What follows belongs to an exercise in optimizing a design on an open flow for small area, a short achievable clock period and few clock cycles per item; a production flow would make more cautious choices.
RTL that was checked went through simulation tests only; none was proved equivalent to the original.
Only the layout flow was run in run 1; the RTL was not checked for function there.

[design/flow/design.v]
package ifft_pkg;
    localparam int DW = 8;
    localparam int TW = 8;
    function automatic logic [15:0] rca(input logic [15:0] x, input logic [15:0] y, input logic ci);
        logic c;
        c = ci;
        for (int i = 0; i < 16; i++) begin
            rca[i] = x[i] ^ y[i] ^ c;
            c = (x[i] & y[i]) | (x[i] & c) | (y[i] & c);
        end
    endfunction
    function automatic logic [15:0] fadd(input logic [15:0] x, input logic [15:0] y, input logic ci);
        fadd = x + y + 16'(ci);
    endfunction
endpackage
module ifft_tw2 (
    input  logic       [7:0] b_re,
    input  logic       [7:0] b_im,
    input  logic             pass,
    input  logic             rot,
    input  logic             m2,
    input  logic             m6,
    output logic       [8:0] u_re,
    output logic       [8:0] u_im,
    output logic             neg,
    output logic             cz
);
    logic [15:0] br, bi, d, s, d5, s5, x, y;
    always_comb begin
        br = 16'($signed(b_re));
        bi = 16'($signed(b_im));
        d  = ifft_pkg::fadd(br, ~bi, 1'b1);
        s  = ifft_pkg::fadd(br, bi, 1'b0);
        d5 = ifft_pkg::fadd(d << 2, d, 1'b0);
        s5 = ifft_pkg::fadd(s << 2, s, 1'b0);
        x  = ifft_pkg::fadd(d5 << 3, d5, 1'b0);
        y  = ifft_pkg::fadd(s5 << 3, s5, 1'b0);
        u_re = ({9{pass}} & br[8:0]) | ({9{rot}} & bi[8:0])
             | ({9{m2}} & x[14:6])   | ({9{m6}} & y[14:6]);
        u_im = ({9{pass}} & bi[8:0]) | ({9{rot}} & br[8:0])
             | ({9{m2}} & y[14:6])   | ({9{m6}} & x[14:6]);
        neg  = rot | m6;
        cz   = m6 && (y[5:0] != 6'd0);
    end
endmodule
module ifft_tw3 (
    input  logic       [7:0] b_re,
    input  logic       [7:0] b_im,
    input  logic             pass,
    input  logic             rot,
    input  logic             mul,
    input  logic             r2,
    input  logic             r3,
    input  logic             sw,
    input  logic             kn,
    output logic       [8:0] u_re,
    output logic       [8:0] u_im,
    output logic             neg,
    output logic             cz
);
    logic [15:0] br, bi, r3x, i3x, r5, i5, r45, i45, r59, i59;
    logic [15:0] a1, b1, a2, b2, x, y, px, py;
    always_comb begin
        br  = 16'($signed(b_re));
        bi  = 16'($signed(b_im));
        r3x = ifft_pkg::fadd(br << 1, br, 1'b0);
        i3x = ifft_pkg::fadd(bi << 1, bi, 1'b0);
        r5  = ifft_pkg::fadd(br << 2, br, 1'b0);
        i5  = ifft_pkg::fadd(bi << 2, bi, 1'b0);
        r45 = ifft_pkg::fadd(r5 << 3, r5, 1'b0);
        i45 = ifft_pkg::fadd(i5 << 3, i5, 1'b0);
        r59 = ifft_pkg::fadd(br << 6, ~r5, 1'b1);
        i59 = ifft_pkg::fadd(bi << 6, ~i5, 1'b1);
        a1 = r2 ? r45 : r59;
        b1 = r2 ? i45 : (i3x << 3);
        a2 = r2 ? r45 : (r3x << 3);
        b2 = r2 ? i45 : i59;
        x  = ifft_pkg::fadd(a1, r3 ? b1 : ~b1, !r3);
        y  = ifft_pkg::fadd(a2, r3 ? ~b2 : b2, r3);
        px = sw ? y : x;
        py = sw ? x : y;
        u_re = ({9{pass}} & br[8:0]) | ({9{rot}} & bi[8:0]) | ({9{mul}} & px[14:6]);
        u_im = ({9{pass}} & bi[8:0]) | ({9{rot}} & br[8:0]) | ({9{mul}} & py[14:6]);
        neg  = rot | (mul & kn);
        cz   = mul && kn && (px[5:0] != 6'd0);
    end
endmodule
module ifft_butterfly (
    input  logic [7:0] a_re,
    input  logic [7:0] a_im,
    input  logic [8:0] u_re,
    input  logic [8:0] u_im,
    input  logic       neg,
    input  logic       cz,
    output logic [7:0] y0_re,
    output logic [7:0] y0_im,
    output logic [7:0] y1_re,
    output logic [7:0] y1_im
);
    function automatic logic [7:0] sat9(input logic [8:0] v);
        if (v[8] != v[7]) sat9 = v[8] ? 8'h80 : 8'h7f;
        else              sat9 = v[7:0];
    endfunction
    logic [15:0] s_re, s_im, d_re, d_im;
    logic [7:0]  p_re, m_re;
    always_comb begin
        s_re  = ifft_pkg::fadd(16'($signed(a_re)), 16'($signed(u_re)), cz);
        d_re  = ifft_pkg::fadd(16'($signed(a_re)), ~(16'($signed(u_re))), !cz);
        s_im  = ifft_pkg::fadd(16'($signed(a_im)), 16'($signed(u_im)), 1'b0);
        d_im  = ifft_pkg::fadd(16'($signed(a_im)), ~(16'($signed(u_im))), 1'b1);
        p_re  = sat9(s_re[9:1]);
        m_re  = sat9(d_re[9:1]);
        y0_re = neg ? m_re : p_re;
        y1_re = neg ? p_re : m_re;
        y0_im = sat9(s_im[9:1]);
        y1_im = sat9(d_im[9:1]);
    end
endmodule
module ifft_core #(
    parameter int N     = 16,
    parameter int LOG2N = 4,
    parameter int DW    = 8,
    parameter int TW    = 8
) (
    input  logic          clk,
    input  logic          rst,
    input  logic          in_valid,
    output logic          in_ready,
    input  logic [DW-1:0] in_re,
    input  logic [DW-1:0] in_im,
    output logic          out_valid,
    input  logic          out_ready,
    output logic [DW-1:0] out_re,
    output logic [DW-1:0] out_im,
    output logic          out_last,
    output logic          busy
);
    localparam int C_X03  = 0;    
    localparam int C_S0   = 1;    
    localparam int C_X12  = 2;    
    localparam int C_S1   = 3;    
    localparam int C_K1   = 4;    
    localparam int C_P2   = 5;    
    localparam int C_R2   = 6;    
    localparam int C_M2   = 7;    
    localparam int C_M6   = 8;    
    localparam int C_S2   = 9;    
    localparam int C_P3   = 10;   
    localparam int C_RO3  = 11;   
    localparam int C_MU3  = 12;   
    localparam int C_Q2   = 13;   
    localparam int C_Q3   = 14;   
    localparam int C_SW3  = 15;   
    localparam int C_KN3  = 16;   
    localparam int C_S3   = 17;   
    localparam int C_OLST = 18;   
    localparam int C_OSEL = 19;   
    localparam int NC     = 20;
    function automatic logic [NC-1:0] ctl(input logic [3:0] n);
        logic [3:0] t0, m12, t1, t2m, t2, t3m, t3;
        logic [2:0] k;
        t0  = n - 4'd7;
        m12 = n - 4'd9;
        t1  = n - 4'd11;
        t2m = n - 4'd14;
        t2  = n - 4'd15;
        t3m = n - 4'd20;
        t3  = n - 4'd21;
        ctl = '0;
        ctl[C_X03] = n[3] & ~n[0];
        ctl[C_S0]  = t0[0];
        ctl[C_X12] = m12[2] & ~m12[1];
        ctl[C_S1]  = t1[1];
        ctl[C_K1]  = t1[0];
        ctl[C_P2]  = ~t2m[2] | (~t2m[1] & ~t2m[0]);
        ctl[C_R2]  = t2m[2] & t2m[1] & ~t2m[0];
        ctl[C_M2]  = t2m[2] & ~t2m[1] & t2m[0];
        ctl[C_M6]  = t2m[2] & t2m[1] & t2m[0];
        ctl[C_S2]  = t2[2];
        k = t3m[2:0];
        ctl[C_P3]  = ~t3m[3] | (k == 3'd0);
        ctl[C_RO3] = t3m[3] & (k == 3'd4);
        ctl[C_MU3] = t3m[3] & (k[1:0] != 2'd0);
        ctl[C_Q2]  = (k[1:0] == 2'd2);
        ctl[C_Q3]  = (k[1:0] == 2'd3);
        ctl[C_SW3] = (k[1:0] == 2'd3) ^ k[2];
        ctl[C_KN3] = k[2];
        ctl[C_S3]  = t3[3];
        ctl[C_OLST] = (n == 4'd12);
        ctl[C_OSEL] = (n == 4'd0) || (n >= 4'd13);
    endfunction
    logic          adv_q, in_ready_q, busy_q;
    logic [3:0]    icnt_q, acnt_q;
    logic          ph_q, f0_q, f1_q, f2_q;
    logic          iv_q, hv_q, sv_q;
    logic [1:0]    nowed_q;
    logic [NC-1:0] c_q;
    logic          adv_d, in_ready_d, busy_d;
    logic [3:0]    icnt_d, acnt_d;
    logic          ph_d, f0_d, f1_d, f2_d;
    logic          iv_d, hv_d, sv_d;
    logic [1:0]    nowed_d;
    logic          accept, ir_take, out_real, ohs, wr, h_from_s, h_from_p, s_from_p;
    always_comb begin
        accept  = in_valid && in_ready_q;
        ohs     = hv_q && out_ready;
        ir_take = adv_q && ((icnt_q == 4'd0) ? iv_q : !ph_q);
        out_real = c_q[C_OSEL] ? f1_q : f2_q;
        wr       = adv_q && out_real;
        iv_d   = accept || (iv_q && !ir_take);
        icnt_d = icnt_q + 4'(adv_q);
        ph_d   = ph_q;
        f0_d   = f0_q;
        f1_d   = f1_q;
        f2_d   = f2_q;
        if (adv_q && (icnt_q == 4'd0)) begin
            ph_d = !iv_q;
            f0_d = iv_q;
            f1_d = f0_q;
            f2_d = f1_q;
        end
        h_from_s = sv_q && ohs;
        h_from_p = !sv_q && wr && !(hv_q && !ohs);
        s_from_p = !sv_q && wr && hv_q && !ohs;
        sv_d     = sv_q ? !ohs : s_from_p;
        hv_d     = sv_q ? 1'b1 : (wr || (hv_q && !ohs));
        acnt_d  = acnt_q + 4'(accept);
        nowed_d = nowed_q + 2'(accept && (acnt_q == 4'd15)) - 2'(ohs && out_last);
        busy_d  = (nowed_d != 2'd0);
        adv_d = !sv_d && ((icnt_d == 4'd0) ? (iv_d || f0_d || f1_d) : (ph_d || iv_d));
        in_ready_d = !iv_d || (!sv_d && ((icnt_d == 4'd0) || !ph_d));
    end
    always_ff @(posedge clk or negedge rst) begin
        if (!rst) begin
            adv_q      <= 1'b0;
            in_ready_q <= 1'b1;
            busy_q     <= 1'b0;
            icnt_q     <= '0;
            acnt_q     <= '0;
            ph_q       <= 1'b0;
            f0_q       <= 1'b0;
            f1_q       <= 1'b0;
            f2_q       <= 1'b0;
            iv_q       <= 1'b0;
            hv_q       <= 1'b0;
            sv_q       <= 1'b0;
            nowed_q    <= '0;
            c_q        <= ctl(4'd0);
        end else begin
            adv_q      <= adv_d;
            in_ready_q <= in_ready_d;
            busy_q     <= busy_d;
            icnt_q     <= icnt_d;
            acnt_q     <= acnt_d;
            ph_q       <= ph_d;
            f0_q       <= f0_d;
            f1_q       <= f1_d;
            f2_q       <= f2_d;
            iv_q       <= iv_d;
            hv_q       <= hv_d;
            sv_q       <= sv_d;
            nowed_q    <= nowed_d;
            if (adv_q) c_q <= ctl(icnt_q + 4'd1);
        end
    end
    logic [7:0] ir_re, ir_im;
    always_ff @(posedge clk) begin
        if (accept) begin
            ir_re <= in_re;
            ir_im <= in_im;
        end
    end
    logic [7:0] dx03_re [7];
    logic [7:0] dx03_im [7];
    logic [7:0] x03_re, x03_im;
    assign x03_re = c_q[C_X03] ? ir_re : dx03_re[6];
    assign x03_im = c_q[C_X03] ? ir_im : dx03_im[6];
    always_ff @(posedge clk) begin
        if (adv_q) begin
            dx03_re[0] <= c_q[C_X03] ? dx03_re[6] : ir_re;
            dx03_im[0] <= c_q[C_X03] ? dx03_im[6] : ir_im;
            for (int i = 1; i < 7; i++) begin
                dx03_re[i] <= dx03_re[i-1];
                dx03_im[i] <= dx03_im[i-1];
            end
        end
    end
    logic [7:0]  dl0_re, dl0_im, r0_re, r0_im;
    logic [15:0] s0_re, s0_im, d0_re, d0_im;
    always_comb begin
        s0_re = ifft_pkg::rca(16'($signed(dl0_re)), 16'($signed(x03_re)), 1'b0);
        s0_im = ifft_pkg::rca(16'($signed(dl0_im)), 16'($signed(x03_im)), 1'b0);
        d0_re = ifft_pkg::rca(16'($signed(dl0_re)), ~(16'($signed(x03_re))), 1'b1);
        d0_im = ifft_pkg::rca(16'($signed(dl0_im)), ~(16'($signed(x03_im))), 1'b1);
    end
    always_ff @(posedge clk) begin
        if (adv_q) begin
            if (c_q[C_S0]) begin
                r0_re  <= s0_re[8:1];
                r0_im  <= s0_im[8:1];
                dl0_re <= d0_re[8:1];
                dl0_im <= d0_im[8:1];
            end else begin
                r0_re  <= dl0_re;
                r0_im  <= dl0_im;
                dl0_re <= x03_re;
                dl0_im <= x03_im;
            end
        end
    end
    logic [7:0] dx12_re [2];
    logic [7:0] dx12_im [2];
    logic [7:0] x12_re, x12_im;
    assign x12_re = c_q[C_X12] ? r0_re : dx12_re[1];
    assign x12_im = c_q[C_X12] ? r0_im : dx12_im[1];
    always_ff @(posedge clk) begin
        if (adv_q) begin
            dx12_re[0] <= c_q[C_X12] ? dx12_re[1] : r0_re;
            dx12_im[0] <= c_q[C_X12] ? dx12_im[1] : r0_im;
            dx12_re[1] <= dx12_re[0];
            dx12_im[1] <= dx12_im[0];
        end
    end
    logic [7:0]  dl1_re [2];
    logic [7:0]  dl1_im [2];
    logic [7:0]  y1_re, y1_im, r1_re, r1_im;
    logic [15:0] s1_re, s1_im, d1_re, d1_im;
    always_comb begin
        y1_re = c_q[C_K1] ? x12_im : x12_re;
        y1_im = c_q[C_K1] ? x12_re : x12_im;
        s1_re = ifft_pkg::rca(16'($signed(dl1_re[1])), 16'($signed(y1_re)), 1'b0);
        s1_im = ifft_pkg::rca(16'($signed(dl1_im[1])), 16'($signed(y1_im)), 1'b0);
        d1_re = ifft_pkg::rca(16'($signed(dl1_re[1])), ~(16'($signed(y1_re))), 1'b1);
        d1_im = ifft_pkg::rca(16'($signed(dl1_im[1])), ~(16'($signed(y1_im))), 1'b1);
    end
    always_ff @(posedge clk) begin
        if (adv_q) begin
            dl1_re[1] <= dl1_re[0];
            dl1_im[1] <= dl1_im[0];
            if (c_q[C_S1]) begin
                r1_re     <= c_q[C_K1] ? d1_re[8:1] : s1_re[8:1];
                r1_im     <= s1_im[8:1];
                dl1_re[0] <= c_q[C_K1] ? s1_re[8:1] : d1_re[8:1];
                dl1_im[0] <= d1_im[8:1];
            end else begin
                r1_re     <= dl1_re[1];
                r1_im     <= dl1_im[1];
                dl1_re[0] <= x12_re;
                dl1_im[0] <= x12_im;
            end
        end
    end
    logic [8:0] w2_re, w2_im, m2_re, m2_im;
    logic       w2_neg, w2_cz, m2_neg, m2_cz;
    ifft_tw2 u_tw2 (
        .b_re (r1_re),
        .b_im (r1_im),
        .pass (c_q[C_P2]),
        .rot  (c_q[C_R2]),
        .m2   (c_q[C_M2]),
        .m6   (c_q[C_M6]),
        .u_re (w2_re),
        .u_im (w2_im),
        .neg  (w2_neg),
        .cz   (w2_cz)
    );
    always_ff @(posedge clk) begin
        if (adv_q) begin
            m2_re  <= w2_re;
            m2_im  <= w2_im;
            m2_neg <= w2_neg;
            m2_cz  <= w2_cz;
        end
    end
    logic [7:0] dl2_re [4];
    logic [7:0] dl2_im [4];
    logic [7:0] a2_re, a2_im, b2_re, b2_im, r2_re, r2_im;
    ifft_butterfly u_bf2 (
        .a_re  (dl2_re[3]),
        .a_im  (dl2_im[3]),
        .u_re  (m2_re),
        .u_im  (m2_im),
        .neg   (m2_neg),
        .cz    (m2_cz),
        .y0_re (a2_re),
        .y0_im (a2_im),
        .y1_re (b2_re),
        .y1_im (b2_im)
    );
    always_ff @(posedge clk) begin
        if (adv_q) begin
            for (int i = 1; i < 4; i++) begin
                dl2_re[i] <= dl2_re[i-1];
                dl2_im[i] <= dl2_im[i-1];
            end
            if (c_q[C_S2]) begin
                r2_re     <= a2_re;
                r2_im     <= a2_im;
                dl2_re[0] <= b2_re;
                dl2_im[0] <= b2_im;
            end else begin
                r2_re     <= dl2_re[3];
                r2_im     <= dl2_im[3];
                dl2_re[0] <= m2_re[7:0];
                dl2_im[0] <= m2_im[7:0];
            end
        end
    end
    logic [8:0] w3_re, w3_im, m3_re, m3_im;
    logic       w3_neg, w3_cz, m3_neg, m3_cz;
    ifft_tw3 u_tw3 (
        .b_re (r2_re),
        .b_im (r2_im),
        .pass (c_q[C_P3]),
        .rot  (c_q[C_RO3]),
        .mul  (c_q[C_MU3]),
        .r2   (c_q[C_Q2]),
        .r3   (c_q[C_Q3]),
        .sw   (c_q[C_SW3]),
        .kn   (c_q[C_KN3]),
        .u_re (w3_re),
        .u_im (w3_im),
        .neg  (w3_neg),
        .cz   (w3_cz)
    );
    always_ff @(posedge clk) begin
        if (adv_q) begin
            m3_re  <= w3_re;
            m3_im  <= w3_im;
            m3_neg <= w3_neg;
            m3_cz  <= w3_cz;
        end
    end
    logic [7:0] dl3_re [8];
    logic [7:0] dl3_im [8];
    logic [7:0] a3_re, a3_im, b3_re, b3_im, o3_re, o3_im;
    ifft_butterfly u_bf3 (
        .a_re  (dl3_re[7]),
        .a_im  (dl3_im[7]),
        .u_re  (m3_re),
        .u_im  (m3_im),
        .neg   (m3_neg),
        .cz    (m3_cz),
        .y0_re (a3_re),
        .y0_im (a3_im),
        .y1_re (b3_re),
        .y1_im (b3_im)
    );
    assign o3_re = c_q[C_S3] ? a3_re : dl3_re[7];
    assign o3_im = c_q[C_S3] ? a3_im : dl3_im[7];
    always_ff @(posedge clk) begin
        if (adv_q) begin
            for (int i = 1; i < 8; i++) begin
                dl3_re[i] <= dl3_re[i-1];
                dl3_im[i] <= dl3_im[i-1];
            end
            dl3_re[0] <= c_q[C_S3] ? b3_re : m3_re[7:0];
            dl3_im[0] <= c_q[C_S3] ? b3_im : m3_im[7:0];
        end
    end
    logic [7:0] h_re, h_im, s_re, s_im;
    logic       h_last, s_last;
    always_ff @(posedge clk) begin
        if (h_from_s) begin
            h_re   <= s_re;
            h_im   <= s_im;
            h_last <= s_last;
        end else if (h_from_p) begin
            h_re   <= o3_re;
            h_im   <= o3_im;
            h_last <= c_q[C_OLST];
        end
        if (s_from_p) begin
            s_re   <= o3_re;
            s_im   <= o3_im;
            s_last <= c_q[C_OLST];
        end
    end
    assign in_ready  = in_ready_q;
    assign busy      = busy_q;
    assign out_valid = hv_q;
    assign out_last  = h_last;
    assign out_re    = h_re;
    assign out_im    = h_im;
endmodule
[design/flow/run.sh]
#!/bin/bash
# synth_recipe.tcl (not shown) runs the flow's synth.tcl, then flattens the netlist and writes it again
# the make line also repeats each setting of config.mk as NAME=value (left out here)
make -C /OpenROAD-flow-scripts/flow DESIGN_CONFIG=/design/flow/config.mk WORK_HOME=/design/flow/orfs CLKGATE_MAP_FILE= SYNTH_SCRIPT=/design/flow/synth_recipe.tcl finish
[design/flow/config.mk]
export PLATFORM = sky130hd
export DESIGN_NAME = ifft_core
export DESIGN_NICKNAME = ifft_core
export VERILOG_FILES = /design/flow/design.v
export SDC_FILE = /design/flow/constraint.sdc
export NUM_CORES = 4
export LEC_CHECK = 0
export CAP_MARGIN = 20
export CORE_MARGIN = 2
export CORE_UTILIZATION = 25
export PLACE_DENSITY = 0.45
export SLEW_MARGIN = 20
[design/flow/constraint.sdc]
create_clock -name core_clock -period 15.0 [get_ports {clk}]
set_input_delay 3.0000 -clock core_clock [delete_from_list [all_inputs] [get_ports {clk}]]
set_output_delay 3.0000 -clock core_clock [all_outputs]
set_load 0.01 [all_outputs]
==> out/metrics.cfg, run 1 <==
[status]
outcome = timing/DRC/antenna clean

[drt]
vias_per_cell = 4.47
first_pass_iters = 8
wl_per_cell_um = 16.0
ant_nets = 0
wl_um = 74100
drt_iter0_markers = 1596
vias = 20700
drc = 0

[global_route]
antenna_found_initial = 3
gr-usage-all-layers_pct = 10.8
grt_pass1_wl_um = 117000
grt_pass1_vias = 20600
grt_overflow = 0
grt_start_max_net_pins = 193

[worst_setup_path]
critPathRequiredTime_ns = 15.34
arrival_ns = 6.48
endpoint_kind = register
r2r_setup_slack_ns = 8.86
path_max_fanout = 17
path_class = reg2reg
ff2ff_path_depth = 23
worstReg2RegEnd = m3_im[7]$_DFFE_PP_
regToRegStartpoint = r2_im[0]$_DFFE_PP_
cp-start-kind = register

[timing]
worst_pin_slew_ns = 1.02
setup_viol = 0
min_period_over_period_pct = 40.9
min_period_ns = 6.14
drv_slew = 0
timing.fmax_mhz = 163
setup_ws_ns = 8.86
timing.setup.tns_ns = 0
final-hold-violation-count = 0
fin_hold_ws_ns = 0.394
slew_headroom_pct = 31.7
fin_worst_skew_ns = 0.0798
rsz0062_at_grt = no

[clock_tree]
clock_path_buffers = 3
clkTransAtPathRegs_ns = 0.07
cts.sinks = 561
worstSkewPairLatency_ns = 0.69
hold_buffers = 0
numCtsBuffers = 60
cts_resized = 0
cts_tree = done
clock-root-buffer = clkbuf_16
htree_levels = 2
post_cts_buffers = 0

[job]
cap_violations = 0

[final_layout]
fillCellCount = 13600
syn2layout_area_growth_pct = 13.4
final_cell_mix = edfxtp_1 (522), ha_1 (229), nor2_1 (205)
nNetsFinal = 3160
final_util_pct = 28.5
final_common_cell = edfxtp_1
drive_gt1_share_pct = 9.63

[synth]
syn_area_per_cell_um2 = 11.8
synth-edff-count = 522
yosys_warnings = 26
postSynthCellCount = 2802
synth_ff_type = edfxtp_1
seq_area_frac_synth_pct = 50.6
synth_cell_types = 80
syn_nets = 3136
synth.largest_area_cell = edfxtp_1
synthTopCellsByArea = edfxtp_1 (48%), ha_1 (8.7%), fa_1 (5.2%)
async_flop_share_pct = 6.95
synth_area_um2 = 32900
synth.top_cell.area_share_pct = 47.6
ys_seq_elements = 561

[floorplanning]
io_pins = 40
rows = 133
floorplan.die_area_um2 = 135000
start_util_pct = 25.1
die_y_um = 367
core-area_um2 = 131000
dieWidth_um = 367

[min_path]
hold_path.class = reg2reg
hp-start = dx12_re[0][3]$_DFFE_PP_
whs_endpoint = dx12_re[1][3]$_DFFE_PP_
min_path_cells = 0

[placement]
io_buffers = 39
post-place-ws_ns = 8.94
dp_hpwl_um = 53200
routabilityCongestion = 0.841

==> Yosys cell counts, types with 42 or more instances <==
| master | n |
|---|---|
| inv_1 | 198 |
| mux2_2 | 109 |
| nand2_1 | 146 |
| nor2b_1 | 45 |
| nor2_1 | 206 |
| a21o_1 | 44 |
| fa_1 | 85 |
| nor3_1 | 44 |
| edfxtp_1 | 522 |
| nand2b_1 | 42 |
| xor2_1 | 51 |
| a21oi_1 | 192 |
| clkbuf_1 | 81 |
| xnor2_1 | 143 |
| ha_1 | 229 |
| o21ai_0 | 171 |
==> worst max path at each step <==
stage | end | startpoint | cells past startpoint | slack, ns
after floorplan | s_im[0]$_DFFE_PP_ | adv_q$_DFF_PN0_ | 2 | 1.07
after global placement | m3_im[8]$_DFFE_PP_ | r2_im[2]$_DFFE_PP_ | 24 | 9.02
after detailed placement | m3_im[8]$_DFFE_PP_ | r2_im[2]$_DFFE_PP_ | 24 | 8.94
after CTS | m3_im[7]$_DFFE_PP_ | r2_im[2]$_DFFE_PP_ | 23 | 8.92
after global routing | m3_re[8]$_DFFE_PP_ | r2_im[0]$_DFFE_PP_ | 24 | 8.52
final | m3_im[7]$_DFFE_PP_ | r2_im[0]$_DFFE_PP_ | 23 | 8.86
==> cell families (layout without fill, tap and decap cells) <==
family / count (synthesis) / count (layout) / synth area share (%)
multiplexers: 140 / 140 / 4.67
AO/OA/AOI/OAI: 659 / 659 / 12.9
AND/OR/NAND/NOR: 632 / 632 / 9.21
buffers and inverters: 295 / 369 / 3.38
XOR/XNOR: 196 / 196 / 5.28
flip-flops: 561 / 561 / 50.6
other: 0 / 1 / 0
adder cells (fa/ha/maj): 319 / 319 / 14.0
==> cell type report <==
class / count / area, µm² / area share, %
repair buffers: 57 / 533 / 1.43
clock inverters: 41 / 462 / 1.24
inverters: 200 / 751 / 2.01
clock buffers: 71 / 1560 / 4.18
multi-input cells: 1946 / 15200 / 40.6
flip-flops and latches: 561 / 16700 / 44.6
diodes: 1 / 2.50 / 0.00670
well taps: 1755 / 2200 / 5.88
==> metrics by stage <==
step / area, µm² / cells
final: 37400 / 4632
after global routing: 37300 / 4631
after CTS: 37300 / 4631
after detailed placement: 35300 / 4519
after global placement: 35300 / 4519
after floorplan: 32900 / 2802
==> state kept, by name, indices dropped and copies added, names as in the netlist, 9 cells and up <==
| signal | flops |
|---|---|
| c_q | 19 |
| dl3_im | 64 |
| dx03_im | 56 |
| dl1_re | 16 |
| dl2_re | 32 |
| dl3_re | 64 |
| m3_re | 9 |
| dx03_re | 56 |
| m2_im | 9 |
| m2_re | 9 |
| dl2_im | 32 |
| dl1_im | 16 |
| dx12_im | 16 |
| dx12_re | 16 |
| m3_im | 9 |
==> per-layer routing <==
layer	share of wire (%)	track usage (%)	up-vias	wire, µm
li1	-	-	10200	-
met1	49	15.8	10100	36700
met2	45	17.0	296	33300
met3	3.6	1.35	98	2670
met4	2.0	2.50	0	1510
met5	0	0	-	0
==> worst max-delay path, cell delays in order, from the launching register on <==
cell and delay (ns):
edfxtp_1 0.65, ha_1 0.36, fa_1 0.45, xnor2_2 0.40, inv_1 0.13, ha_1 0.29
a21o_1 0.17, a21oi_1 0.19, nor2b_1 0.09, a221o_2 0.40, a21o_2 0.22, a21oi_1 0.18
xnor2_1 0.17, a21oi_1 0.12, xnor2_1 0.18, ha_1 0.37, nand2_1 0.09, o21ai_0 0.40
nor3_1 0.09, a21oi_1 0.25, a21oi_1 0.10, o21ai_0 0.21, xnor2_1 0.18, o221ai_1 0.17
==> run 2: changes to the inputs <==
--- a/design/flow/design.v
+++ b/design/flow/design.v
@@ -2,4 +2,10 @@
     localparam int DW = 8;
     localparam int TW = 8;
+    function automatic logic [15:0] sx(input logic [7:0] v);
+        sx = {{8{v[7]}}, v};
+    endfunction
+    function automatic logic [15:0] sx9(input logic [8:0] v);
+        sx9 = {{7{v[8]}}, v};
+    endfunction
     function automatic logic [15:0] rca(input logic [15:0] x, input logic [15:0] y, input logic ci);
         logic c;
@@ -28,6 +34,6 @@
     logic [15:0] br, bi, d, s, d5, s5, x, y;
     always_comb begin
-        br = 16'($signed(b_re));
-        bi = 16'($signed(b_im));
+        br = ifft_pkg::sx(b_re);
+        bi = ifft_pkg::sx(b_im);
         d  = ifft_pkg::fadd(br, ~bi, 1'b1);
         s  = ifft_pkg::fadd(br, bi, 1'b0);
@@ -62,6 +68,6 @@
     logic [15:0] a1, b1, a2, b2, x, y, px, py;
     always_comb begin
-        br  = 16'($signed(b_re));
-        bi  = 16'($signed(b_im));
+        br  = ifft_pkg::sx(b_re);
+        bi  = ifft_pkg::sx(b_im);
         r3x = ifft_pkg::fadd(br << 1, br, 1'b0);
         i3x = ifft_pkg::fadd(bi << 1, bi, 1'b0);
@@ -105,8 +111,8 @@
     logic [7:0]  p_re, m_re;
     always_comb begin
-        s_re  = ifft_pkg::fadd(16'($signed(a_re)), 16'($signed(u_re)), cz);
-        d_re  = ifft_pkg::fadd(16'($signed(a_re)), ~(16'($signed(u_re))), !cz);
-        s_im  = ifft_pkg::fadd(16'($signed(a_im)), 16'($signed(u_im)), 1'b0);
-        d_im  = ifft_pkg::fadd(16'($signed(a_im)), ~(16'($signed(u_im))), 1'b1);
+        s_re  = ifft_pkg::fadd(ifft_pkg::sx(a_re), ifft_pkg::sx9(u_re), cz);
+        d_re  = ifft_pkg::fadd(ifft_pkg::sx(a_re), ~(ifft_pkg::sx9(u_re)), !cz);
+        s_im  = ifft_pkg::fadd(ifft_pkg::sx(a_im), ifft_pkg::sx9(u_im), 1'b0);
+        d_im  = ifft_pkg::fadd(ifft_pkg::sx(a_im), ~(ifft_pkg::sx9(u_im)), 1'b1);
         p_re  = sat9(s_re[9:1]);
         m_re  = sat9(d_re[9:1]);
@@ -289,8 +295,8 @@
     logic [15:0] s0_re, s0_im, d0_re, d0_im;
     always_comb begin
-        s0_re = ifft_pkg::rca(16'($signed(dl0_re)), 16'($signed(x03_re)), 1'b0);
-        s0_im = ifft_pkg::rca(16'($signed(dl0_im)), 16'($signed(x03_im)), 1'b0);
-        d0_re = ifft_pkg::rca(16'($signed(dl0_re)), ~(16'($signed(x03_re))), 1'b1);
-        d0_im = ifft_pkg::rca(16'($signed(dl0_im)), ~(16'($signed(x03_im))), 1'b1);
+        s0_re = ifft_pkg::rca(ifft_pkg::sx(dl0_re), ifft_pkg::sx(x03_re), 1'b0);
+        s0_im = ifft_pkg::rca(ifft_pkg::sx(dl0_im), ifft_pkg::sx(x03_im), 1'b0);
+        d0_re = ifft_pkg::rca(ifft_pkg::sx(dl0_re), ~(ifft_pkg::sx(x03_re)), 1'b1);
+        d0_im = ifft_pkg::rca(ifft_pkg::sx(dl0_im), ~(ifft_pkg::sx(x03_im)), 1'b1);
     end
     always_ff @(posedge clk) begin
@@ -329,8 +335,8 @@
         y1_re = c_q[C_K1] ? x12_im : x12_re;
         y1_im = c_q[C_K1] ? x12_re : x12_im;
-        s1_re = ifft_pkg::rca(16'($signed(dl1_re[1])), 16'($signed(y1_re)), 1'b0);
-        s1_im = ifft_pkg::rca(16'($signed(dl1_im[1])), 16'($signed(y1_im)), 1'b0);
-        d1_re = ifft_pkg::rca(16'($signed(dl1_re[1])), ~(16'($signed(y1_re))), 1'b1);
-        d1_im = ifft_pkg::rca(16'($signed(dl1_im[1])), ~(16'($signed(y1_im))), 1'b1);
+        s1_re = ifft_pkg::rca(ifft_pkg::sx(dl1_re[1]), ifft_pkg::sx(y1_re), 1'b0);
+        s1_im = ifft_pkg::rca(ifft_pkg::sx(dl1_im[1]), ifft_pkg::sx(y1_im), 1'b0);
+        d1_re = ifft_pkg::rca(ifft_pkg::sx(dl1_re[1]), ~(ifft_pkg::sx(y1_re)), 1'b1);
+        d1_im = ifft_pkg::rca(ifft_pkg::sx(dl1_im[1]), ~(ifft_pkg::sx(y1_im)), 1'b1);
     end
     always_ff @(posedge clk) begin
==> design/flow/flow/run.sh (new file) <==
#!/bin/bash
# Standard layout, with timing repair asked to leave SETUP_SLACK_MARGIN ns of
# setup slack at the design's clock (so it works towards a shorter period).
# The synthesis is the standard one, unchanged. Each step's output goes to a log here.
set -euo pipefail
MARGIN=$(cat flow/margin.txt)
bash standard.sh synth > synth.log 2>&1
bash standard.sh SETUP_SLACK_MARGIN="$MARGIN" finish > layout.log 2>&1
==> design/flow/flow/margin.txt (new file) <==
10.5
==> design/flow/standard.sh (new file) <==
#!/bin/bash
# synth_recipe.tcl (not shown) runs the flow's synth.tcl, then flattens the netlist and writes it again
# the make line also repeats each setting of config.mk as NAME=value (left out here)
make -C /OpenROAD-flow-scripts/flow DESIGN_CONFIG=/design/flow/config.mk WORK_HOME=/design/flow/orfs CLKGATE_MAP_FILE= SYNTH_SCRIPT=/design/flow/synth_recipe.tcl "${@:-finish}"
removed: design/flow/run.sh
==> run 2 against run 1 <==
- via count grew 1.4%
- register-to-register slack gained 1.1 ns
- sequential share of layout area shrank 2.2 points
- global-route usage is 0.32 points higher
- critical path type unchanged
==> out/metrics.cfg, run 2 <==
[status]
outcome = timing/DRC/antenna clean

[clock_tree]
clock-root-buffer = clkbuf_16
cts_tree = done
htree_levels = 2
clock_path_buffers = 3
clkTransAtPathRegs_ns = 0.08
worstSkewPairLatency_ns = 0.66
numCtsBuffers = 59
cts.sinks = 561

[worst_setup_path]
path_class = reg2reg
critPathRequiredTime_ns = 15.44
cpPeakStageDelay_ns = 0.48
endpoint_kind = register
cp_cell_sequence = ha_4 -> fa_2 -> a21o_1 -> a21oi_2 -> xnor2_2 -> inv_2 -> ha_4 -> a31o_1 -> maj3_2 -> maj3_2 -> a31oi_2 -> xnor2_1 -> o21ai_1 -> xnor2_1 -> ha_1 -> and3_4 -> a221o_1 -> mux2_4 -> o211ai_1
slowest_stage = edfxtp_1
path_buf_inv = 1
crit_family = adder cells
arrival_ns = 5.52
cp-start-kind = register
path_max_fanout = 4

[final_layout]
nNetsFinal = 3219
diodes = 0
fin_area_um2 = 39300
final_cell_mix = edfxtp_1 (522), inv_1 (202), ha_1 (195)
final_util_pct = 30.4
final_common_cell = edfxtp_1
drive_gt1_share_pct = 20.0
syn2layout_area_growth_pct = 20.7
reg_top3 = dl3_im: 64 flops, dl3_re: 64 flops

[placement]
dp_hpwl_um = 52000
place_area_um2 = 35100
routabilityCongestion = 0.843
io_buffers = 39

[synth]
postSynthCellCount = 2734
synth-edff-count = 522
syn_area_per_cell_um2 = 11.9
synthTopCellsByCount = edfxtp_1 (522), ha_1 (229), inv_1 (215)
synth.top_cell.area_share_pct = 48.2
synth.most_common_cell = edfxtp_1
yosys_warnings = 26
synth.largest_area_cell = edfxtp_1
syn_nets = 3068
synth_top_family_by_area = adder cells
synth_ff_type = edfxtp_1
ys_seq_elements = 561
async_flop_share_pct = 6.95
synth_fa_ha_area_share_pct = 14.2
synth_cell_types = 86
synth.mux.area_fraction_pct = 4.51
yosys.area_share.simple_pct = 7.78
synthXorXnorAreaFrac_pct = 5.15
synth_area_um2 = 32500
seq_area_frac_synth_pct = 51.2
synth-compound-area-share_pct = 13.5
synthTopCellsByArea = edfxtp_1 (48%), ha_1 (8.8%), fa_1 (5.2%)

[job]
cap_violations = 0

[floorplanning]
rows = 132
die_y_um = 365
dieWidth_um = 365
io_pins = 40
start_util_pct = 25.2
core-area_um2 = 129000
floorplan.die_area_um2 = 133000

[global_route]
antenna_found_initial = 5
met3_usage_pct = 1.59
grt_overflow = 0
met2_usage_pct = 17.9
grt_pass1_vias = 21000
gr-usage-all-layers_pct = 11.1
busiest_layer = met2
grt_pass1_wl_um = 118000
use_met1_pct = 15.8
grt_start_max_net_pins = 191

[drt]
wl_um = 76400
drt_iter0_markers = 1650
first_pass_iters = 9
ant_nets = 0
vias_per_cell = 4.49
wl_per_cell_um = 16.3
drc = 0
vias = 21000

[timing]
min_period_over_period_pct = 33.9
slew_headroom_pct = 29.8
fin_hold_ws_ns = 0.408
final-hold-violation-count = 0
worst_pin_slew_ns = 1.05
min_period_ns = 5.08
drv_slew = 0
fin_worst_skew_ns = 0.0463
setup_viol = 0
rsz0062_at_grt = yes
timing.setup.tns_ns = 0
timing.fmax_mhz = 197

[min_path]
hold_path.class = reg2reg

==> run 2: cell type report <==
type	count	area, µm²
Tap cell	1742	2180
Inverter	218	836
Timing Repair inverter	1	5.00
Multi-Input combinational cell	1863	16000
Sequential cell	561	16700
Fill cell	13200	90000
Timing Repair Buffer	181	1600
Clock inverter	33	292
Clock buffer	79	1660
==> run 2: worst reg2reg max path, cell delays in order (launching register included) <==
cell and delay, ns:
edfxtp_1 0.48, ha_4 0.22, fa_2 0.45, a21o_1 0.19, a21oi_2 0.16, xnor2_2 0.17
inv_2 0.08, ha_4 0.25, a31o_1 0.19, maj3_2 0.31, maj3_2 0.36, a31oi_2 0.17
xnor2_1 0.17, o21ai_1 0.12, xnor2_1 0.27, ha_1 0.34, and3_4 0.18, a221o_1 0.38
mux2_4 0.32, o211ai_1 0.11
==> run 2: per-stage QoR <==
stage / setup slack, ns / cells
finish: 9.92 / 4678
detailed placement: 9.34 / 4439
global route: 9.61 / 4678
floorplan: 9.35 / 2734
global placement: 9.47 / 4439
CTS: 9.90 / 4640
==> run 2: layer usage <==
metal	vias up	share of wire (%)
met4	0	2.0
met5	-	0
met2	260	46
li1	10300	-
met3	88	3.3
met1	10400	49
==> run 2: final timing paths <==
check / endpoint / startpoint / cells past startpoint / slack (ns)
min: dl2_im[3][0]$_DFFE_PP_ / dl2_im[2][0]$_DFFE_PP_ / 0 / 0.41
max in group asynchronous: c_q[13]$_DFFE_PN0P_ / rst / 2 / 12.10
min reg2reg: dl2_im[3][0]$_DFFE_PP_ / dl2_im[2][0]$_DFFE_PP_ / 0 / 0.41
max reg2reg: m3_im[7]$_DFFE_PP_ / r2_im[2]$_DFFE_PP_ / 19 / 9.92
max: m3_im[7]$_DFFE_PP_ / r2_im[2]$_DFFE_PP_ / 19 / 9.92
min in group asynchronous: busy_q$_DFF_PN0_ / rst / 2 / 2.39
==> run 2: logic make-up after synthesis <==
family,after synthesis
AND/OR/NAND/NOR,544
flip-flops,561
multiplexers,134
AO/OA/AOI/OAI,677
buffers and inverters,310
adder cells (fa/ha/maj),319
XOR/XNOR,189
==> run 2: timing repair <==
item	4_1_cts	5_1_grt
gates resized for setup	174	116
setup endpoints to repair	78	49
gates cloned	0	3
hold buffers	0	0
hold endpoints to repair	0	0
buffers inserted	89	35
pin swaps	110	117
Testbench counts of run 2, summed over its fixed seeds: cycles 4,344, frames 256.
==> run 3: changes to the inputs <==
==> design/flow/flow/margin.txt (replaced) <==
11.0
==> run 3 against run 2 <==
- still clean on timing, DRC and antenna
- core utilization is 0.46 points higher
- first-iteration DRC count shrank 24%
- critical path depth grew 4
- die area unchanged
- final area increased by 1.5%
==> out/metrics.cfg, run 3 <==
[floorplanning]
dieWidth_um = 365
rows = 132
die_y_um = 365
io_pins = 40
core-area_um2 = 129000
floorplan.die_area_um2 = 133000
start_util_pct = 25.2

[final_layout]
drive_gt1_share_pct = 24.4
fin_area_um2 = 39900
final_common_cell = edfxtp_1
reg_top3 = dl3_im: 64 flops, dl3_re: 64 flops
syn2layout_area_growth_pct = 22.6
diodes = 0
fillCellCount = 13100
final_cell_mix = edfxtp_1 (522), inv_1 (197), ha_1 (191)
nNetsFinal = 3242

[timing]
fin_worst_skew_ns = 0.0472
drv_slew = 0
final-hold-violation-count = 0
min_period_over_period_pct = 33.7
setup_viol = 0
min_period_ns = 5.05
timing.setup.tns_ns = 0
timing.fmax_mhz = 198
slew_headroom_pct = 29.5
worst_pin_slew_ns = 1.06
rsz0062_at_grt = yes

[worst_setup_path]
arrival_ns = 5.43
cp_cell_sequence = ha_2 -> fa_2 -> buf_12 -> xor2_4 -> ha_1 -> a21o_1 -> a21oi_2 -> nor2b_4 -> a221o_1 -> a21o_1 -> a21oi_2 -> xnor2_2 -> mux2i_1 -> xnor2_1 -> ha_1 -> buf_4 -> a21oi_2 -> o21ai_2 -> o31a_1 -> nor2_1 -> xnor2_1 -> xnor2_1 -> o221ai_1
path_class = reg2reg
path_buf_inv = 2
cp-start-kind = register
slowest_stage = edfxtp_1
crit_family = compound AO/OA/AOI/OAI gates
cpPeakStageDelay_ns = 0.43
path_max_fanout = 3
endpoint_kind = register
critPathRequiredTime_ns = 15.38

[synth]
synth.top_cell.area_share_pct = 48.2
postSynthCellCount = 2734
syn_area_per_cell_um2 = 11.9
synth_ff_type = edfxtp_1
synthTopCellsByArea = edfxtp_1 (48%), ha_1 (8.8%), fa_1 (5.2%)
synthTopCellsByCount = edfxtp_1 (522), ha_1 (229), inv_1 (215)
yosys_warnings = 26
ys_seq_elements = 561
syn_nets = 3068
seq_area_frac_synth_pct = 51.2
synth.largest_area_cell = edfxtp_1
synth.most_common_cell = edfxtp_1
synth_area_um2 = 32500
async_flop_share_pct = 6.95
synth_cell_types = 86
synth-edff-count = 522

[clock_tree]
worstSkewPairLatency_ns = 0.67
cts_tree = done
numCtsBuffers = 59
clkTransAtPathRegs_ns = 0.07
htree_levels = 2
hold_buffers = 0
clock-root-buffer = clkbuf_16
cts.sinks = 561
clock_path_buffers = 3

[global_route]
grt_start_max_net_pins = 170
antenna_found_initial = 1
grt_pass1_vias = 21100
grt_overflow = 0
grt_pass1_wl_um = 120000
gr-usage-all-layers_pct = 11.3

[drt]
ant_nets = 0
wl_um = 76400
vias = 20900
wl_per_cell_um = 16.3
first_pass_iters = 5
drc = 0
drt_iter0_markers = 1250
vias_per_cell = 4.45

[status]
outcome = timing/DRC/antenna clean

[min_path]
hold_path.class = reg2reg

[placement]
dp_hpwl_um = 52300
place_area_um2 = 35400
io_buffers = 39
routabilityCongestion = 0.825

[job]
cap_violations = 0

## run 3: cell count changes in the layout (fill, tap and decap cells not counted), sizes merged, moves of 2 or more
| cell | previous run | this run |
|---|---|---|
| bufbuf | 0 | 5 |
| bufinv | 2 | 9 |
| clkinv | 29 | 36 |
| clkinvlp | 4 | 6 |
| buf | 141 | 179 |
| dlygate4sd2 | 18 | 0 |
| clkbuf | 82 | 64 |
## run 3: layout make-up
| class | instances | area, µm² | share of cell area, % |
|---|---|---|---|
| Timing Repair Buffer | 203 | 1820 | 4.57 |
| Inverter | 218 | 840 | 2.11 |
| Clock buffer | 63 | 1490 | 3.74 |
| Timing Repair inverter | 2 | 10.0 | 0.0251 |
| Multi-Input combinational cell | 1863 | 16300 | 40.9 |
| Tap cell | 1742 | 2180 | 5.47 |
| Clock inverter | 48 | 551 | 1.38 |
| Sequential cell | 561 | 16700 | 41.8 |
## run 3: kinds of logic (layout without fill, tap and decap cells)
kind of cell | after synthesis | count (layout) | synth area share (%)
xor+xnor | 189 | 189 | 5.15
mux | 134 | 134 | 4.51
fa+ha+maj | 319 | 319 | 14.2
simple gates | 544 | 544 | 7.78
compound gates | 677 | 677 | 13.5
buf+inv | 310 | 534 | 3.64
flops | 561 | 561 | 51.2
## run 3: per-layer routing
| metal | track usage (%) | vias up | part of all wire, % |
|---|---|---|---|
| met1 | 15.9 | 10200 | 49 |
| li1 | - | 10300 | - |
| met2 | 18.3 | 255 | 46 |
| met5 | 0 | - | 0.021 |
| met4 | 2.46 | 2 | 1.7 |
| met3 | 1.56 | 86 | 3.1 |
## run 3: through the flow
stage / setup WS, ns / utilization (%) / hold WS [ns] / cells
after floorplan: 9.35 / - / 0.400 / 2734
after global placement: 9.42 / 27.3 / 0.400 / 4438
after detailed placement: 9.30 / 27.3 / 0.405 / 4438
after CTS: 10.02 / 30.2 / 0.415 / 4656
after global routing: 9.69 / 30.8 / 0.417 / 4700
final: 9.95 / 30.8 / 0.415 / 4700
## run 3: path summary, 6_finish.rpt
check	cells past startpoint	slack (ns)	end	from
max in group asynchronous	1	11.85	adv_q$_DFF_PN0_	rst
min in group asynchronous	1	2.47	c_q[6]$_DFFE_PN0P_	rst
worst min register to register	0	0.42	dl3_im[5][0]$_DFFE_PP_	dl3_im[4][0]$_DFFE_PP_
worst max-delay path	23	9.95	m3_re[8]$_DFFE_PP_	r2_im[2]$_DFFE_PP_
worst min-delay path	0	0.42	dl3_im[5][0]$_DFFE_PP_	dl3_im[4][0]$_DFFE_PP_
worst max register to register	23	9.95	m3_re[8]$_DFFE_PP_	r2_im[2]$_DFFE_PP_
## run 3: repair_timing
action                     4_1_cts  5_1_grt
pin swaps                      112      111
hold endpoints to repair         0        0
gates cloned                     6        3
resized for setup              267      106
setup endpoints to repair      124      109
buffers inserted               101       40
## run 3: worst register-to-register path, delay by kind of cell, from the launching register on
kind	cells	cell delay, ns
mux	1	0.11
flops	1	0.43
buf+inv	2	0.30
compound gates	9	1.70
fa+ha+maj	4	1.24
simple gates	2	0.18
xor+xnor	5	0.84
==> run 4: changes to the inputs <==
==> design/flow/run.sh (new file) <==
#!/bin/bash
# synth_recipe.tcl (not shown) runs the flow's synth.tcl, then flattens the netlist and writes it again
# the make line also repeats each setting of config.mk as NAME=value (left out here)
make -C /OpenROAD-flow-scripts/flow DESIGN_CONFIG=/design/flow/config.mk WORK_HOME=/design/flow/orfs CLKGATE_MAP_FILE= SYNTH_SCRIPT=/design/flow/synth_recipe.tcl finish
removed: design/flow/flow/run.sh
removed: design/flow/flow/margin.txt
removed: design/flow/standard.sh
==> run 4 against run 3 <==
- critical path depth decreased by 1
- final area down 7.2%
- die area unchanged
- still clean on timing, DRC and antenna
- routed wire length shrank 4.6%
- non-clock buffer count shrank 146
- area after synthesis did not move
- first-iteration DRC count increased by 14%
- flip-flop and latch count is the same
- core utilization shrank 2.2 points
- largest cell class unchanged
- via count fell by 3.1%
- worst setup slack worse by 0.80 ns
- highest routed layer unchanged
==> out/metrics.cfg, run 4 <==
[worst_setup_path]
critPathRequiredTime_ns = 15.36
cp_cell_sequence = ha_1 -> a211oi_2 -> o21ba_2 -> or2_0 -> inv_1 -> ha_1 -> a21oi_1 -> nor2b_1 -> a221o_1 -> a21o_1 -> a21oi_1 -> xnor2_1 -> mux2i_1 -> xnor2_1 -> ha_1 -> a21oi_1 -> o21ai_0 -> o31a_1 -> nor2_1 -> xnor2_1 -> xnor2_1 -> o221ai_1
slowest_stage = edfxtp_1
regToRegStartpoint = r2_im[1]$_DFFE_PP_
endpoint_kind = register
r2r_setup_slack_ns = 9.14
cp-start-kind = register
startpoint = r2_im[1]$_DFFE_PP_
arrival_ns = 6.22
cpPeakStageDelay_ns = 0.78
path_class = reg2reg
crit_top_cell = xnor2_1
path_max_fanout = 16

[clock_tree]
cts_resized = 0
hold_buffers = 0
clock-root-buffer = clkbuf_16
clock_path_buffers = 3
post_cts_buffers = 0
clkTransAtPathRegs_ns = 0.06
cts_tree = done
numCtsBuffers = 60
cts.sinks = 561
htree_levels = 2
worstSkewPairLatency_ns = 0.66

[final_layout]
drive_gt1_share_pct = 9.64
final_util_pct = 28.6
final_cell_mix = edfxtp_1 (522), ha_1 (229), inv_1 (215)
final_common_cell = edfxtp_1
finalNonFillerCells = 4554
syn2layout_area_growth_pct = 13.7
nNetsFinal = 3095
diodes = 0
reg_top3 = dl3_im: 64 flops, dl3_re: 64 flops

[placement]
routabilityCongestion = 0.849
io_buffers = 39
place_inst = 4440
dp_hpwl_um = 52400

[global_route]
grt_start_max_net_pins = 88
antenna_found_initial = 2
grt_pass1_wl_um = 117000
grt_overflow = 0
gr-usage-all-layers_pct = 10.9
grt_pass1_vias = 20200

[drt]
first_pass_iters = 7
wl_per_cell_um = 16.0
drc = 0
wl_um = 72900
vias = 20300
drt_iter0_markers = 1428
vias_per_cell = 4.45
ant_nets = 0

[min_path]
hold_path.class = reg2reg
hp-start = dl3_re[4][7]$_DFFE_PP_

[synth]
synth-edff-count = 522
yosys_warnings = 26
postSynthCellCount = 2734
synth.most_common_cell = edfxtp_1
synth_cell_types = 86
synthTopCellsByCount = edfxtp_1 (522), ha_1 (229), inv_1 (215)
synth.top_cell.area_share_pct = 48.2
seq_area_frac_synth_pct = 51.2
async_flop_share_pct = 6.95
synthTopCellsByArea = edfxtp_1 (48%), ha_1 (8.8%), fa_1 (5.2%)
syn_area_per_cell_um2 = 11.9
synth_area_um2 = 32500
synth.largest_area_cell = edfxtp_1
ys_seq_elements = 561
syn_nets = 3068
synth_ff_type = edfxtp_1

[floorplanning]
die_y_um = 365
floorplan.die_area_um2 = 133000
rows = 132
io_pins = 40
core-area_um2 = 129000
dieWidth_um = 365
start_util_pct = 25.2

[timing]
min_period_over_period_pct = 39.0
fin_hold_ws_ns = 0.378
rsz0062_at_grt = no
timing.setup.tns_ns = 0
min_period_ns = 5.86
slew_headroom_pct = 27.5
drv_slew = 0
fin_worst_skew_ns = 0.0521
final-hold-violation-count = 0
worst_pin_slew_ns = 1.09
timing.fmax_mhz = 171
setup_viol = 0

[job]
cap_violations = 0

[status]
outcome = timing/DRC/antenna clean

## run 4: cell count changes in the layout (fill, tap and decap cells not counted), moves of 29 or more
cell and delta:
o21ai_0 +44, ha_1 +38, fa_1 +57, a21oi_1 +46, ha_4 -29, fa_2 -57
buf_4 -120, a21oi_2 -42
## run 4: critical path, delay by kind of cell, from the launching register on
kind,cells,cell delay (ns)
AO/OA/AOI/OAI,10,2.26
adder cells (fa/ha/maj),3,1.02
AND/OR/NAND/NOR,3,0.47
multiplexers,1,0.13
XOR/XNOR,4,0.80
flip-flops,1,0.78
buffers and inverters,1,0.13
## run 4: cell type report
| type | count | area [µm²] |
|---|---|---|
| Timing Repair Buffer | 57 | 536 |
| Clock inverter | 36 | 459 |
| Clock buffer | 77 | 1630 |
| Sequential cell | 561 | 16700 |
| Tap cell | 1742 | 2180 |
| Inverter | 218 | 818 |
| Fill cell | 13300 | 92300 |
| Multi-Input combinational cell | 1863 | 14700 |
## run 4: worst paths after layout
| kind | end | cells after the start |
|---|---|---|
| worst max-delay path | m3_im[8]$_DFFE_PP_ | 22 |
| worst min-delay path | dl3_re[5][7]$_DFFE_PP_ | 0 |
| worst max register to register | m3_im[8]$_DFFE_PP_ | 22 |
| worst min register to register | dl3_re[5][7]$_DFFE_PP_ | 0 |
| max in group asynchronous | adv_q$_DFF_PN0_ | 1 |
| min in group asynchronous | c_q[0]$_DFFE_PN0P_ | 1 |
## run 4: logic make-up (layout without fill, tap and decap cells)
family,count (synthesis),in the layout,synth area share (%)
AOI/OAI and AO/OA,677,677,13.5
muxes,134,134,4.51
xor gates and xnor gates,189,189,5.15
DFF,561,561,51.2
adders and majority gates,319,319,14.2
buffers and inverters,310,388,3.64
and+or+nand+nor,544,544,7.78
## run 4: stage by stage
step / worst slack [ns] / instance area (µm²)
after detailed placement: 9.12 / 34900
after CTS: 9.14 / 37000
final: 9.14 / 37000
after global placement: 9.17 / 34900
after global routing: 8.66 / 37000
after floorplan: 0.756 / 32500
## run 4: routing by layer
| metal | GRT usage, % | wire length, µm | up-vias |
|---|---|---|---|
| met5 | 0 | 9 | - |
| met4 | 2.08 | 1130 | 2 |
| met3 | 1.67 | 2350 | 84 |
| met2 | 17.4 | 33000 | 245 |
| met1 | 15.7 | 36400 | 9892 |
| li1 | - | - | 10000 |

==> port drivers added, routing unchanged <==
No port has a modelled driver above. Below, the same layouts with a new extraction and two added sets of constraints. Step 1 sets driving cells, clkbuf_16 on the clock port and buf_2 on the other inputs (assumed; they add their load-dependent delay and slew). Step 2 moves the port delays by t, midway between the first and last clock arrival at a register: inputs arrive t later, outputs are due t later. That takes back most of the time a late clock gives input paths. a / b / c = ideal ports / drivers / drivers and shift; a / b = the first two.
| run | shift t [ns] | setup WS [ns] | worst hold slack (ns) | latest minus earliest clock arrival (ns) | worst slew at a driven data input, ns |
|---|---|---|---|---|---|
| run 1 | 0.706 | 8.865 / 8.865 / 8.865 | 0.394 / 0.394 / 0.394 | 0.083 / 0.083 | 0.05 |
| run 2 | 0.700 | 9.919 / 9.919 / 9.866 | 0.408 / 0.408 / 0.408 | 0.052 / 0.052 | 0.06 |
| run 3 | 0.711 | 9.948 / 9.948 / 9.948 | 0.415 / 0.415 / 0.415 | 0.052 / 0.051 | 0.13 |
| run 4 | 0.698 | 9.144 / 9.144 / 9.144 | 0.378 / 0.378 / 0.378 | 0.052 / 0.052 | 0.19 |
After both steps every run listed still meets setup and hold. The setup slack of run 2, which loses most, moves by 0.000 ns with the drivers and by -0.053 ns with both steps.
